Source: an optimization exercise on an open RTL-to-GDS flow (aim: a short achievable clock period and few clock cycles). Production flows keep margins and buffers that such runs may drop. In this exercise RTL edits were held to simulation tests only and were not proved equivalent to the original. Power figures rest on the tool's default switching activity, not on a simulated workload.

## flow/run.sh

```bash
#!/bin/bash
set -euo pipefail
bash standard.sh SETUP_SLACK_MARGIN=8 "BUFFER_PORTS_ARGS=-buffer_cell sky130_fd_sc_hd__buf_4" finish > standard_make.log 2>&1
```

## standard.sh

```bash
#!/bin/bash
# synth_recipe.tcl (not shown) runs the flow's synth.tcl, then flattens the netlist and writes it again
# the make line also repeats each setting of config.mk as NAME=value (left out here)
make -C /OpenROAD-flow-scripts/flow DESIGN_CONFIG=/design/flow/config.mk WORK_HOME=/design/flow/orfs CLKGATE_MAP_FILE= SYNTH_SCRIPT=/design/flow/synth_recipe.tcl "${@:-finish}"
```

## config.mk

```make
export PLATFORM = sky130hd
export DESIGN_NAME = cpuCore
export DESIGN_NICKNAME = cpuCore
export VERILOG_FILES = /design/flow/design.v
export SDC_FILE = /design/flow/constraint.sdc
export NUM_CORES = 4
export LEC_CHECK = 0
export CAP_MARGIN = 20
export CELL_PAD_IN_SITES_DETAIL_PLACEMENT = 1
export CELL_PAD_IN_SITES_GLOBAL_PLACEMENT = 2
export CORE_MARGIN = 2
export CORE_UTILIZATION = 25
export PLACE_DENSITY = 0.45
export SLEW_MARGIN = 20
export SYNTH_HIERARCHICAL = 1
export TNS_END_PERCENT = 10
```

## constraint.sdc

```tcl
create_clock -name core_clock -period 12.0 [get_ports {iClk}]
set_input_delay 2.4000 -clock core_clock [delete_from_list [all_inputs] [get_ports {iClk}]]
set_output_delay 2.4000 -clock core_clock [all_outputs]
set_load 0.01 [all_outputs]
```

## design.v

```verilog
`timescale 1ns/1ps
`default_nettype none
module instDecode (
    input  logic [32-1:0]                  memRdata,
    input  logic [32-1:0]                  cWord,
    input  logic                                fromCache,
    input  logic [32-1:0]                  pc,
    input  logic [(16-1)*32-1:0]   regsFlat,
    input  logic                                wrAEn,
    input  logic                                wrBEn,
    input  logic [4-1:0]              wrA,
    input  logic [4-1:0]              wrB,
    input  logic [4-1:0]              ldRd,
    output logic [32-1:0]                  ins,
    output logic                                isBranch,
    output logic                                isLoad,
    output logic                                isStore,
    output logic                                isDirect,
    output logic                                isAlu,
    output logic                                isHalt,
    output logic                                wrAEnD,
    output logic                                wrBEnD,
    output logic [4-1:0]              wrBIdx,
    output logic [4-1:0]              srcA,
    output logic [4-1:0]              srcB,
    output logic [4-1:0]              srcS,
    output logic [8-1:0]                    aluGrp,
    output logic                                aluInv,
    output logic                                aluCinC,
    output logic                                aluCinOne,
    output logic                                aluCarry,
    output logic                                aluOver,
    output logic [15:0]                         condTable,
    output logic [32-1:0]                  rdA,
    output logic [32-1:0]                  rdB,
    output logic [32-1:0]                  rdS,
    output logic                                useRegB,
    output logic [32-1:0]                  immB,
    output logic                                fwA,
    output logic                                fwB,
    output logic                                fwS,
    output logic                                fwAB,
    output logic                                fwBB,
    output logic                                fwSB
);
    assign ins = fromCache ? cWord : memRdata;
    logic isBranchCls, isMemCls, isDirectCls, isAluCls, isRegCls, isCoreCls;
    assign isBranchCls = ins[31:28] == 4'b1000;
    assign isMemCls    = ins[31:30] == 2'b01;
    assign isDirectCls = ins[31:29] == 3'b001;
    assign isAluCls    = ins[31:28] == 4'b0001;
    assign isRegCls    = ins[31:27] == 5'b00001;
    assign isCoreCls   = ins[31:26] == 6'b000001;
    assign isBranch = isBranchCls;
    assign isLoad   = isMemCls && !ins[29];
    assign isStore  = isMemCls && ins[29];
    assign isDirect = isDirectCls;
    assign isAlu    = isAluCls;
    assign isHalt   = isCoreCls && (ins[25:20] == 6'd2);
    logic [4-1:0] fA, fB;
    assign fA = ins[31] ? ins[23:20] :
                (ins[30] || ins[29]) ? ins[27:24] :
                ins[28] ? ins[15:12] : ins[23:20];
    assign fB = isRegCls ? ins[19:16] : ins[11:8];
    assign useRegB = isRegCls || (isAluCls && !ins[27]);
    assign srcA = (isAluCls || isMemCls || (isDirectCls && ins[28]) ||
                   (isBranchCls && ins[23:20] != 4'd0) || (isRegCls && ins[24])) ? fA : 4'd0;
    assign srcB = useRegB ? fB : 4'd0;
    assign srcS = isStore ? ins[23:20] : 4'd0;
    logic [32-1:0] rv [0:16-1];
    always_comb begin
        rv[0] = pc;
        for (int i = 1; i < 16; i++) rv[i] = regsFlat[(i-1)*32 +: 32];
    end
    logic [32-1:0] qA, q4, q5, qS;
    assign qA = rv[fA];
    assign q4 = rv[ins[11:8]];
    assign q5 = rv[ins[19:16]];
    assign qS = rv[ins[23:20]];
    logic [32-1:0] offsetExt, directVal, aluVal;
    assign offsetExt = {{(32 - 20){ins[20-1]}}, ins[20-1:0]};
    assign directVal = {{(32 - 20){1'b0}}, ins[20-1:0]} << {ins[23:20], 1'b0};
    assign aluVal    = {{(32 - 8){1'b0}}, ins[7:0]} << {ins[11:8], 1'b0};
    assign immB = isDirectCls ? directVal : (isAluCls ? aluVal : offsetExt);
    logic pA, pS;
    assign pA = (ldRd != '0) && (fA == ldRd);
    logic p4, p5;
    assign p4 = (ldRd != '0) && (ins[11:8] == ldRd);
    assign p5 = (ldRd != '0) && (ins[19:16] == ldRd);
    assign pS = (ldRd != '0) && (ins[23:20] == ldRd);
    assign rdA = pA ? memRdata : qA;
    assign rdB = isRegCls ? (p5 ? memRdata : q5) : (p4 ? memRdata : q4);
    assign rdS = pS ? memRdata : qS;
    assign fwA  = (wrAEn && (fA == wrA)) || (wrBEn && (fA == wrB));
    assign fwB  = (wrAEn && (fB == wrA)) || (wrBEn && (fB == wrB));
    assign fwS  = (wrAEn && (ins[23:20] == wrA)) || (wrBEn && (ins[23:20] == wrB));
    assign fwAB = wrBEn && (fA == wrB);
    assign fwBB = wrBEn && (fB == wrB);
    assign fwSB = wrBEn && (ins[23:20] == wrB);
    assign wrAEnD = (isAluCls || (isRegCls && ins[24])) && (ins[19:16] != 4'd0);
    assign wrBIdx = isDirectCls ? ins[27:24] : ins[23:20];
    assign wrBEnD = (isDirectCls || isRegCls) && (wrBIdx != 4'd0);
    logic [4:0] op;
    assign op = ins[24:20];
    always_comb begin
        aluGrp    = '0;
        aluInv    = 1'b0;
        aluCinC   = 1'b0;
        aluCinOne = 1'b0;
        aluCarry  = 1'b0;
        aluOver   = 1'b0;
        case (isAluCls ? op : 5'd0)
            5'd0: begin
                aluGrp[0] = 1'b1;
                aluCarry = 1'b1;
                aluOver  = 1'b1;
            end
            5'd1: begin
                aluGrp[0] = 1'b1;
                aluInv = 1'b1; aluCinOne = 1'b1;
                aluCarry = 1'b1;
                aluOver  = 1'b1;
            end
            5'd14: begin
                aluGrp[0] = 1'b1;
                aluInv = 1'b1; aluCinOne = 1'b1;
                aluCarry = 1'b1;
            end
            5'd16: begin
                aluGrp[0] = 1'b1;
                aluCinC = 1'b1;
                aluCarry = 1'b1;
            end
            5'd17: begin
                aluGrp[0] = 1'b1;
                aluInv = 1'b1; aluCinC = 1'b1;
                aluCarry = 1'b1;
            end
            5'd2, 5'd15: aluGrp[1]   = 1'b1;
            5'd3:            aluGrp[2]    = 1'b1;
            5'd4:           aluGrp[3]   = 1'b1;
            5'd5:           aluGrp[4]   = 1'b1;
            5'd18:         aluGrp[5] = 1'b1;
            5'd31:         aluGrp[6] = 1'b1;
            default:            aluGrp[7]   = 1'b1;
        endcase
    end
    always_comb begin
        for (int f = 0; f < 16; f++) begin
            logic c, z, n, v;
            c = f[3];
            z = f[2];
            n = f[1];
            v = f[0];
            case (ins[27:24])
                4'd0:    condTable[f] = 1'b1;
                4'd1:    condTable[f] = z;
                4'd2:    condTable[f] = !z;
                4'd3:    condTable[f] = c;
                4'd4:    condTable[f] = !c;
                4'd5:    condTable[f] = n;
                4'd6:    condTable[f] = !n;
                4'd7:    condTable[f] = v;
                4'd8:    condTable[f] = !v;
                4'd9:    condTable[f] = c && !z;
                4'd10:   condTable[f] = !c || z;
                4'd11:   condTable[f] = n == v;
                4'd12:   condTable[f] = n != v;
                4'd13:   condTable[f] = !z && (n == v);
                4'd14:   condTable[f] = z || (n != v);
                default: condTable[f] = 1'b0;
            endcase
        end
    end
endmodule
`default_nettype wire
`timescale 1ns/1ps
`default_nettype none
module pipeCtrl (
    input  logic               taken,
    input  logic [32-1:0] tgtE,
    input  logic [32-1:0] pcF,
    input  logic [20-1:0]  off,
    output logic [32-1:0] fetchPC,
    output logic [32-1:0] fetchPC1,
    output logic [32-1:0] tgt
);
    logic [32-1:0] pcInc, tgtInc;
    incr32 uIncPc  (.a(pcF),  .s(pcInc));
    incr32 uIncTgt (.a(tgtE), .s(tgtInc));
    assign fetchPC  = taken ? tgtE : pcF;
    assign fetchPC1 = taken ? tgtInc : pcInc;
    logic [20:0] tSum;
    logic [32-20-1:0] hi0, hiP, hiM;
    dataPath #(.W(20), .L(5)) uAdd (
        .a  (fetchPC[20-1:0]),
        .b  (off),
        .s  (tSum[20-1:0]),
        .co (tSum[20])
    );
    assign hi0   = fetchPC[32-1:20];
    logic [32-20-1:0] hiMn;
    incr32 #(.W(32-20), .L(4)) uIncHi (.a(hi0),  .s(hiP));
    incr32 #(.W(32-20), .L(4)) uDecHi (.a(~hi0), .s(hiMn));
    assign hiM   = ~hiMn;
    assign tgt   = {(tSum[20] == off[20-1]) ? hi0 : (tSum[20] ? hiP : hiM),
                    tSum[20-1:0]};
endmodule
`default_nettype wire
`timescale 1ns/1ps
`default_nettype none
module aluFlags (
    input  logic [32-1:0]                  opA,
    input  logic [32-1:0]                  opB,
    input  logic [32-1:0]                  opS,
    input  logic [8-1:0]                    grp,
    input  logic                                inv,
    input  logic                                cinC,
    input  logic                                cinOne,
    input  logic                                carryOp,
    input  logic                                overOp,
    input  logic                                isAlu,
    input  logic                                dirOr,
    input  logic                                aluGo,
    input  logic [4-1:0]                 flags,
    input  logic [15:0]                         condTable,
    input  logic                                wrAGo,
    input  logic [4-1:0]              wrA,
    input  logic                                wrBGo,
    input  logic [4-1:0]              wrB,
    input  logic                                wrLGo,
    input  logic [4-1:0]              wrL,
    input  logic [32-1:0]                  memRdata,
    output logic [32-1:0]                  xS,
    output logic [32-1:0]                  addr,
    output logic [32-1:0]                  resA,
    output logic [32-1:0]                  resB,
    output logic [4-1:0]                 flagsNew,
    output logic                                condNext,
    output logic [16-1:1]               regWe,
    output logic [(16-1)*32-1:0]   regWd
);
    logic [32-1:0] xA, xB;
    assign xA = opA;
    assign xB = opB;
    assign xS = opS;
    logic [32-1:0] bx, other, aluRes;
    logic [32:0]   sum;
    logic               cin, zArith, zOther;
    assign bx  = inv ? ~xB : xB;
    assign cin = cinOne | (cinC & (flags[3] ^ inv));
    assign sum = {1'b0, xA} + {1'b0, bx} + {{32{1'b0}}, cin};
    always_comb begin
        other  = ({32{grp[1]}}   & (xA & xB))
               | ({32{grp[2]}}    & (xA | xB))
               | ({32{grp[3]}}   & (xA ^ xB))
               | ({32{grp[4]}}   & ~xA)
               | ({32{grp[5]}} & {xA[7:0], xA[15:8], xA[23:16], xA[31:24]})
               | ({32{grp[6]}} & xB)
               | ({32{grp[7]}}   & 32'h0BADC0DE);
        aluRes = ({32{grp[0]}} & sum[32-1:0]) | other;
    end
    assign zArith = ((xA ^ bx) == {xA[32-2:0] | bx[32-2:0], cin});
    assign zOther = other == '0;
    assign flagsNew[3] = carryOp & sum[32];
    assign flagsNew[2] = grp[0] ? zArith : zOther;
    assign flagsNew[1] = aluRes[32-1];
    assign flagsNew[0] = overOp & (xA[32-1] == bx[32-1])
                                      & (sum[32-1] != xA[32-1]);
    logic [4-1:0] flagsNext;
    assign flagsNext = aluGo ? flagsNew : flags;
    assign condNext  = condTable[flagsNext];
    assign addr = xA + xB;
    assign resA = isAlu ? aluRes : xA;
    assign resB = (dirOr ? xA : '0) | xB;
    always_comb begin
        for (int i = 1; i < 16; i++) begin
            regWe[i] = (wrBGo && wrB == i[3:0]) || (wrAGo && wrA == i[3:0]) ||
                       (wrLGo && wrL == i[3:0]);
            if (wrBGo && wrB == i[3:0]) begin
                regWd[(i-1)*32 +: 32] = resB;
            end else if (wrAGo && wrA == i[3:0]) begin
                regWd[(i-1)*32 +: 32] = resA;
            end else begin
                regWd[(i-1)*32 +: 32] = memRdata;
            end
        end
    end
endmodule
`default_nettype wire
`timescale 1ns/1ps
`default_nettype none
module dataPath #(
    parameter int W = 20,
    parameter int L = 5          
) (
    input  logic [W-1:0] a,
    input  logic [W-1:0] b,
    output logic [W-1:0] s,
    output logic         co
);
    logic [W-1:0] g [0:L];
    logic [W-1:0] p [0:L];
    always_comb begin
        g[0] = a & b;
        p[0] = a ^ b;
        for (int l = 0; l < L; l++) begin
            for (int i = 0; i < W; i++) begin
                if (i >= (1 << l)) begin
                    g[l+1][i] = g[l][i] | (p[l][i] & g[l][i-(1<<l)]);
                    p[l+1][i] = p[l][i] & p[l][i-(1<<l)];
                end else begin
                    g[l+1][i] = g[l][i];
                    p[l+1][i] = p[l][i];
                end
            end
        end
        s[0] = p[0][0];
        for (int i = 1; i < W; i++) s[i] = p[0][i] ^ g[L][i-1];
        co = g[L][W-1];
    end
endmodule
module incr32 #(
    parameter int W = 32,
    parameter int L = 5          
) (
    input  logic [W-1:0] a,
    output logic [W-1:0] s
);
    logic [W-1:0] c [0:L];
    always_comb begin
        c[0] = a;
        for (int l = 0; l < L; l++) begin
            for (int i = 0; i < W; i++) begin
                c[l+1][i] = (i >= (1 << l)) ? (c[l][i] & c[l][i-(1<<l)]) : c[l][i];
            end
        end
        s[0] = !a[0];
        for (int i = 1; i < W; i++) s[i] = a[i] ^ c[L][i-1];
    end
endmodule
`default_nettype wire
`timescale 1ns/1ps
`default_nettype none
module cpuCore (
    input  logic               iClk,
    input  logic               rstN,
    output logic [32-1:0] memAddr,
    output logic [32-1:0] memWdata,
    output logic               memWrite,
    output logic               memAccess,
    input  logic [32-1:0] memRdata,
    input  logic               memReady,
    output logic               halt
);
    logic                   halted;
    logic [32-1:0]     pcF;         
    logic [4-1:0]    flags;
    logic [32-1:0]     regs [1:16-1];
    logic                   mState;
    logic                   mStore;
    logic [4-1:0] mLdRd;       
    logic [32-1:0]     mAddr, mWdata;
    logic                   eV;
    logic                   eAlu, eMem, eStore, eDirOr, eHalt;
    logic                   eWrAEn, eWrBEn;
    logic [4-1:0] eWrA, eWrB, eLdRd, eSrcA, eSrcB, eSrcS;
    logic [8-1:0]       eGrp;
    logic                   eInv, eCinC, eCinOne, eCarry, eOver;
    logic [32-1:0]     opA, opB, opS;
    logic                   takenOut, takenSave, takenInd;
    logic [32-1:0]     tgtE;        
    localparam int CI = 3;
    localparam int CN = 1 << CI;
    logic [32-1:0]     cData [0:CN-1];
    logic [32-CI-1:0]  cTag  [0:CN-1];
    logic [CN-1:0]          cValid;
    logic adv;
    assign adv = rstN && memReady && !halted;
    logic ldDep, exec;
    assign ldDep = mState && (mLdRd != '0) &&
                   ((eSrcA == mLdRd) || (eSrcB == mLdRd) || (eSrcS == mLdRd));
    assign exec  = eV && !ldDep;
    logic squash;
    logic [32-1:0] fetchPC, fetchPC1;
    logic [32-1:0] ins;
    assign squash   = takenInd || (eV && eHalt);
    logic [32-1:0] dTgt;
    pipeCtrl uPc (
        .taken    (takenSave),
        .tgtE     (tgtE),
        .pcF      (pcF),
        .off      (ins[20-1:0]),
        .fetchPC  (fetchPC),
        .fetchPC1 (fetchPC1),
        .tgt      (dTgt)
    );
    logic               fOk, cHitN, cHit1;
    logic [32-1:0] nextFA, cWordN, cWord1;
    assign nextFA = fOk ? fetchPC1 : fetchPC;
    assign cHitN  = cValid[nextFA[CI-1:0]] && (cTag[nextFA[CI-1:0]] == nextFA[32-1:CI]);
    assign cWordN = cData[nextFA[CI-1:0]];
    assign fOk    = !mState || (cHit1 && !takenSave);
    logic [(16-1)*32-1:0] regsFlat;
    always_comb begin
        for (int i = 1; i < 16; i++) regsFlat[(i-1)*32 +: 32] = regs[i];
    end
    logic [32-1:0]     dA, dB, dS;
    logic                   dBranch, dLoad, dStore, dDirect, dAlu, dHalt;
    logic                   dWrAEn, dWrBEn;
    logic [4-1:0] dWrBIdx, dSrcA, dSrcB, dSrcS;
    logic [8-1:0]       dGrp;
    logic                   dInv, dCinC, dCinOne, dCarry, dOver;
    logic [15:0]            dTable;
    logic                   wrAGo, wrBGo, wrLGo;
    logic [32-1:0]     xS, addr, resA, resB;
    instDecode uFetch (
        .memRdata  (memRdata),
        .cWord     (cWord1),
        .fromCache (mState),
        .pc        (fetchPC),
        .regsFlat  (regsFlat),
        .wrAEn     (wrAGo),
        .wrBEn     (wrBGo),
        .wrA       (eWrA),
        .wrB       (eWrB),
        .ldRd      (mState ? mLdRd : 4'd0),
        .ins       (ins),
        .isBranch  (dBranch),
        .isLoad    (dLoad),
        .isStore   (dStore),
        .isDirect  (dDirect),
        .isAlu     (dAlu),
        .isHalt    (dHalt),
        .wrAEnD    (dWrAEn),
        .wrBEnD    (dWrBEn),
        .wrBIdx    (dWrBIdx),
        .srcA      (dSrcA),
        .srcB      (dSrcB),
        .srcS      (dSrcS),
        .aluGrp    (dGrp),
        .aluInv    (dInv),
        .aluCinC   (dCinC),
        .aluCinOne (dCinOne),
        .aluCarry  (dCarry),
        .aluOver   (dOver),
        .condTable (dTable),
        .rdA       (rdA),
        .rdB       (rdB),
        .rdS       (rdS),
        .useRegB   (dUseRegB),
        .immB      (dImmB),
        .fwA       (fwA),
        .fwB       (fwB),
        .fwS       (fwS),
        .fwAB      (fwAB),
        .fwBB      (fwBB),
        .fwSB      (fwSB)
    );
    logic [32-1:0] rdA, rdB, rdS, dImmB, bVal;
    logic               dUseRegB, fwA, fwB, fwS, fwAB, fwBB, fwSB;
    assign dA   = fwA ? (fwAB ? resB : resA) : rdA;
    assign bVal = dUseRegB ? (fwB ? (fwBB ? resB : resA) : rdB) : dImmB;
    assign dS   = fwS ? (fwSB ? resB : resA) : rdS;
    assign dB   = bVal;
    logic [4-1:0]               flagsNew;
    logic                              condNext;
    logic [16-1:1]             regWe;
    logic [(16-1)*32-1:0] regWd;
    assign wrAGo = exec && eWrAEn;
    assign wrBGo = exec && eWrBEn;
    assign wrLGo = mState && (mLdRd != '0);
    aluFlags uExec (
        .opA       (opA),
        .opB       (opB),
        .opS       (opS),
        .grp       (eGrp),
        .inv       (eInv),
        .cinC      (eCinC),
        .cinOne    (eCinOne),
        .carryOp   (eCarry),
        .overOp    (eOver),
        .isAlu     (eAlu),
        .dirOr     (eDirOr),
        .aluGo     (exec && eAlu),
        .flags     (flags),
        .condTable (dTable),
        .wrAGo     (wrAGo),
        .wrA       (eWrA),
        .wrBGo     (wrBGo),
        .wrB       (eWrB),
        .wrLGo     (wrLGo),
        .wrL       (mLdRd),
        .memRdata  (memRdata),
        .xS        (xS),
        .addr      (addr),
        .resA      (resA),
        .resB      (resB),
        .flagsNew  (flagsNew),
        .condNext  (condNext),
        .regWe     (regWe),
        .regWd     (regWd)
    );
    logic relNext, indNext;
    assign relNext = fOk && !squash && dBranch && (ins[23:20] == 4'd0) && condNext;
    assign indNext = fOk && !squash && dBranch && (ins[23:20] != 4'd0) && condNext;
    always_ff @(posedge iClk) begin
        for (int i = 1; i < 16; i++) begin
            if (adv && regWe[i]) regs[i] <= regWd[(i-1)*32 +: 32];
        end
    end
    always_ff @(posedge iClk) begin
        if (adv) begin
            cHit1  <= cHitN && !takenInd;
            cWord1 <= cWordN;
        end
    end
    always_ff @(posedge iClk) begin
        if (!rstN) begin
            cValid <= '0;
        end else if (adv && !mState) begin
            cValid[fetchPC[CI-1:0]] <= 1'b1;
            cTag[fetchPC[CI-1:0]]   <= fetchPC[32-1:CI];
            cData[fetchPC[CI-1:0]]  <= memRdata;
        end
    end
    always_ff @(posedge iClk) begin
        if (!rstN) begin
            halted <= 1'b0;
            pcF    <= '0;
            flags  <= '0;
            mState <= 1'b0;
            eV     <= 1'b0;
            takenOut  <= 1'b0;
            takenSave <= 1'b0;
            takenInd  <= 1'b0;
        end else if (adv) begin
            if (exec) begin
                if (eAlu) flags <= flagsNew;
                if (eHalt) halted <= 1'b1;
            end
            mState <= exec && eMem;
            if (!ldDep) begin
                mAddr  <= addr;
                mWdata <= xS;
                mStore <= eStore;
                mLdRd  <= eStore ? 4'd0 : eLdRd;
            end
            if (ldDep) begin
                takenOut <= takenSave;
                if (eSrcA == mLdRd) opA <= memRdata;
                if (eSrcB == mLdRd) opB <= memRdata;
                if (eSrcS == mLdRd) opS <= memRdata;
            end else begin
                pcF     <= takenInd ? addr : (fOk ? fetchPC1 : fetchPC);
                eV      <= fOk && !squash;
                eAlu    <= dAlu;
                eMem    <= dStore || (dLoad && ins[23:20] != 4'd0);
                eStore  <= dStore;
                eDirOr  <= dDirect && ins[28];
                takenOut  <= relNext && !(exec && eMem);
                takenSave <= relNext;
                takenInd  <= indNext;
                eHalt   <= dHalt;
                eWrAEn  <= dWrAEn;
                eWrBEn  <= dWrBEn;
                eWrA    <= ins[19:16];
                eWrB    <= dWrBIdx;
                eLdRd   <= ins[23:20];
                eSrcA   <= dSrcA;
                eSrcB   <= dSrcB;
                eSrcS   <= dSrcS;
                eGrp    <= dGrp;
                eInv    <= dInv;
                eCinC   <= dCinC;
                eCinOne <= dCinOne;
                eCarry  <= dCarry;
                eOver   <= dOver;
                tgtE    <= dTgt;
                opA     <= dA;
                opB     <= dB;
                opS     <= dS;
            end
        end
    end
    logic [32-1:0] addrBase;
    assign addrBase  = mState ? mAddr : pcF;
    assign memAddr   = takenOut ? tgtE : addrBase;
    assign memWdata  = mWdata;
    assign memWrite  = mState && mStore;
    assign memAccess = !halted;
    assign halt      = halted;
endmodule
`default_nettype wire
```

==> metrics.yaml <==
logic_synthesis:
  synth-edff-count: 1242
  cells_after_synth: 9404
  postSynthRegisterBits: 1292
  synth_largest_area_cell: "sky130_fd_sc_hd__edfxtp_1"
  synth-warning-count: 18
  ys_top_cells_by_area: "sky130_fd_sc_hd__edfxtp_1, sky130_fd_sc_hd__a22oi_1, sky130_fd_sc_hd__nand2_1"
  asyncSetResetFlopFracSynth_pct: 0
  synth.top_cell.area_share_pct: 42.2
  mappedNetlistNets: 9596
  synth_area_um2: 88400
  synthesis.area_per_instance_um2: 9.40
  ys_seq_area_share_pct: 43.3
  ys_dominant_reg_cell: "sky130_fd_sc_hd__edfxtp_1"
  synth.lib_cells_used.distinct: 124
global_route:
  antenna_found_initial: 95
  met3_track_demand_over_resource_pct: 13.5
  via_count_of_the_first_global_routing_pass: 93000
  overflow: 0
  busiest_layer: "met2"
  maximum_number_of_pins_on_one_net_before_global_route_repair: 102
  grt_first_pass_wirelength_um: 995000
  globalRouteTotalUtil_pct: 42.2
  gr-usage-met1_pct: 50.1
  met2_track_demand_over_resource_in_global_routing_pct: 62.7
timing:
  tightest_slew_ns: 1.24
  fin_setup_tns_ns: 0
  finalClockSkew_ns: 0.0922
  maxSlewViolCount: 0
  shortest_period_the_worst_path_allows_ns: 4.99
  whs_ns: 0.420
  timing.max_slew.rel_slack_pct: 17.2
  setup_repair_after_global_routing_missed_its_margin: "true"
  achievable-frequency_mhz: 200
  fin_crit_share_pct: 41.6
  timing.final.setup_violations: 0
  final_hold_viol_count: 0
cts:
  cts.reportedPaths.clkPinSlew_ns: 0.06
  cts-buffers-inserted: 173
  clock_sink_count: 1292
  cts.path.max_buffers: 4
  h_tree_lvl_count: 4
  cts_root_buf: "sky130_fd_sc_hd__clkbuf_16"
  clock_insertion_delay_worst_skew_ns: 0.95
  cts_tree: "built"
finish:
  fin_area_um2: 119000
  num-nets-final: 10300
  layout-drive-gt1-share_pct: 26.4
  n_fill_cell: 38900
  final-instance-count-excl-fill: 15000
  area.growth.synth_to_final_pct: 34.6
die:
  core_footprint_um2: 352000
  die_x_um: 599
  die_y_um: 599
  num_io_pins: 102
  design.die.area_um2: 359000
  initial_core_util_pct: 25.1
  num_rows: 218
power:
  power.leakage_nw: 41.9
  max-vdd-ir-drop_mv: 0.113
  power.total_mw: 14.3
  cellPowerDensity_nw_per_um2: 120
run:
  drv.max_cap_violation_count: 0
status:
  run_status: "timing/DRC/antenna clean"
route:
  antenna_violating_nets_post_route: 0
  dr.first_iter.drc_count: 14800
  drtPass1Iterations: 14
  drt-vias-per-instance: 6.59
  drt_drc_violations_left: 0
  num_vias: 99100
  post_drt_wl_per_cell_um: 53.0
  totalWireLength_um: 798000
critical_path:
  setup.worst_path.start_class: "input port"
  crit_buf_inv: 6
  reg2regPathDepth: 15
  critical_path.slowest_cell: "sky130_fd_sc_hd__o31ai_4"
  cp.required_ns: 12.73
  crit_path_frequent_cell: "sky130_fd_sc_hd__buf_4"
  worst_path_dominant_cell_family: "compound AO/OA/AOI/OAI gates"
  cp_cell_sequence: "buf_16, mux2i_1, buf_4, o211ai_1, buf_4, o221ai_4, buf_12, buf_4, nor4_4, buf_6, a22oi_1, o211ai_1, nor3_4, o31ai_4, o21ai_1, o21ai_1"
  timing.critical_path.depth: 16
  critical_path.max_fanout: 28
  worst_path_largest_cell_delay_ns: 0.49
  cp_data_arrival_time_ns: 5.73
  crit_path_end_kind: "flop"
  criticalPathCategory: "input port to flop"
place:
  place.detailed.hpwl_um: 516000
  dpl-instance-area_um2: 97000
  post-place-cells: 13900
  finalWeightedCongestion: 1.01
  port_buffers: 101
hold_path:
  timing.hold.worst_path_depth: 0
  min_delay_worst_type: "flop to flop"
==> Yosys stat by module (local to each module, per instance), a selection <==
module | flip-flops and latches | times used | cells inside
cpuCore | 1292 | 1 | 2959
pipeCtrl | 0 | 1 | 150
instDecode | 0 | 1 | 2892
aluFlags | 0 | 1 | 3034
incr32 | 0 | 2 | 88
==> repair_timing <==
item                                   in CTS  in global routing
resized for setup                        1205                617
setup endpoints to repair                1555               1426
hold buffers                                0                  0
pin swaps                                 263                248
endpoints found under the hold margin       0                  0
buffers inserted                          443                208
cloned                                     64                 32
==> cells in the mapped netlist, types with 153 or more instances <==
| cell | number |
|---|---|
| sky130_fd_sc_hd__nand2_1 | 1286 |
| sky130_fd_sc_hd__edfxtp_1 | 1242 |
| sky130_fd_sc_hd__nor2_1 | 734 |
| sky130_fd_sc_hd__a22oi_1 | 714 |
| sky130_fd_sc_hd__a21oi_1 | 602 |
| sky130_fd_sc_hd__clkbuf_1 | 575 |
| sky130_fd_sc_hd__o21ai_0 | 487 |
| sky130_fd_sc_hd__mux2i_1 | 274 |
| sky130_fd_sc_hd__a31oi_1 | 244 |
| sky130_fd_sc_hd__nand3_1 | 230 |
| sky130_fd_sc_hd__inv_1 | 201 |
| sky130_fd_sc_hd__a211oi_1 | 184 |
| sky130_fd_sc_hd__xnor2_1 | 168 |
| sky130_fd_sc_hd__ha_1 | 153 |
==> worst register-to-register path, delay by kind of cell (launching register included) <==
family | cells | cell delay (ns)
AOI/OAI and AO/OA | 5 | 1.27
buffers and inverters | 4 | 1.06
muxes | 1 | 0.08
and+or+nand+nor | 5 | 1.67
DFF | 1 | 0.53
==> stage by stage <==
stage	util (%)	worst slack, ns
6_report	33.8	7.01
5_1_grt	33.7	7.03
4_1_cts	32.3	7.15
3_5_place_dp	27.5	4.10
3_3_place_gp	27.5	4.16
2_1_floorplan	-	6.94
==> layout by cell type (no fill, tap or decap), types with 48 or more instances in the layout <==
master,n
sky130_fd_sc_hd__diode_2,75
sky130_fd_sc_hd__mux4_2,68
sky130_fd_sc_hd__a222oi_1,52
sky130_fd_sc_hd__nor2_1,613
sky130_fd_sc_hd__mux2i_1,230
sky130_fd_sc_hd__ha_1,115
sky130_fd_sc_hd__a31oi_1,233
sky130_fd_sc_hd__inv_1,184
sky130_fd_sc_hd__buf_6,130
sky130_fd_sc_hd__o22ai_1,54
sky130_fd_sc_hd__edfxtp_1,1242
sky130_fd_sc_hd__nand3_1,205
sky130_fd_sc_hd__nor3_1,52
sky130_fd_sc_hd__a21oi_1,506
sky130_fd_sc_hd__o21ai_0,334
sky130_fd_sc_hd__clkbuf_16,203
sky130_fd_sc_hd__a22o_1,71
sky130_fd_sc_hd__o211ai_1,72
sky130_fd_sc_hd__buf_12,246
sky130_fd_sc_hd__xnor2_1,158
sky130_fd_sc_hd__a22oi_1,698
sky130_fd_sc_hd__xor2_1,71
sky130_fd_sc_hd__o21ai_1,141
sky130_fd_sc_hd__buf_16,73
sky130_fd_sc_hd__nand2_1,1239
sky130_fd_sc_hd__nand2b_1,49
sky130_fd_sc_hd__buf_4,836
sky130_fd_sc_hd__a21oi_2,72
sky130_fd_sc_hd__a211oi_1,173
sky130_fd_sc_hd__nor2_4,98
sky130_fd_sc_hd__a221oi_1,97
sky130_fd_sc_hd__nand4_1,100
sky130_fd_sc_hd__o31ai_1,75
sky130_fd_sc_hd__a311oi_1,48
sky130_fd_sc_hd__mux2_2,91
sky130_fd_sc_hd__and3_1,65
==> where the power goes <==
group / internal, mW / switching [mW]
clock: 2.87 / 2.32
sequential: 5.05 / 0.0964
combinational: 1.33 / 2.61
==> layer usage <==
metal  vias up  share of wire [%]
met2      7318                 42
li1      37800                  -
met3      2406                 10
met1     51600                 38
met5         -              0.048
met4        24                9.9
==> logic make-up (layout without fill, tap and decap cells) <==
group | count (synthesis) | in the layout | share of synthesized area (%)
adder cells (fa/ha/maj) | 157 | 157 | 2.26
flip-flops | 1292 | 1292 | 43.3
multiplexers | 456 | 456 | 6.34
XOR/XNOR | 255 | 255 | 2.53
other | 0 | 75 | 0
AO/OA/AOI/OAI | 3305 | 3306 | 25.8
buffers and inverters | 1085 | 1912 | 5.29
AND/OR/NAND/NOR | 2854 | 2859 | 14.5
==> path summary, 6_finish.rpt <==
kind	startpoint	endpoint	slack (ns)
setup reg to reg	mState	opB[8]	7.16
setup / recovery	memRdata[12]	opA[15]	7.01
hold / removal	opS[16]	mWdata[16]	0.42
hold reg to reg	opS[16]	mWdata[16]	0.42
==> state kept, by name, summed over array words and instances (netlist names), 4 cells and up <==
name / cells
mWdata: 32
flags: 4
opS: 32
eWrA: 4
pcF: 32
cData: 256
mLdRd: 4
eGrp: 8
regs: 480
eSrcA: 4
cValid: 8
cWord1: 32
opA: 32
mAddr: 32
opB: 32
cTag: 232
eLdRd: 4
tgtE: 32
eWrB: 4
eSrcB: 4
eSrcS: 4
==> layout make-up <==
type	count	area [um^2]	area share, %
tap	4730	5920	4.97
timing repair buffer	1386	17100	14.3
multi-input combinational	7033	51300	43.1
clock inverter	85	772	0.649
clock buffer	218	4500	3.78
timing repair inverter	1	11.3	0.00946
antenna	75	188	0.158
sequential	1292	38300	32.2
inverter	222	957	0.804
Testbench counts, summed over its fixed seeds: cycles 54,169.

[separate check: timing with driven ports]
In the flow no input, the clock included, has a driving cell. The finished layout below was timed again as built, in two steps. Step 1: set_driving_cell puts a clkbuf_16 on iClk and a buf_2 on each other input, an assumption about the parent block. Step 2 moves the port delays by t, midway between the first and last clock arrival at a register: inputs arrive t later, outputs are due t later. That takes back most of the time a late clock gives input paths. a / b / c = no drivers / after step 1 / after step 2; a / b = the first two.
t, ns: 1.020
slack for setup (ns): 7.006 / 6.658 / 5.638
slew at the worst register clock pin (ns): 0.08 / 0.08
cell pins on the clock port's net: 1
After both steps this run still meets setup and hold. The setup slack of this run moves by -0.348 ns with the drivers and by -1.368 ns with both steps.
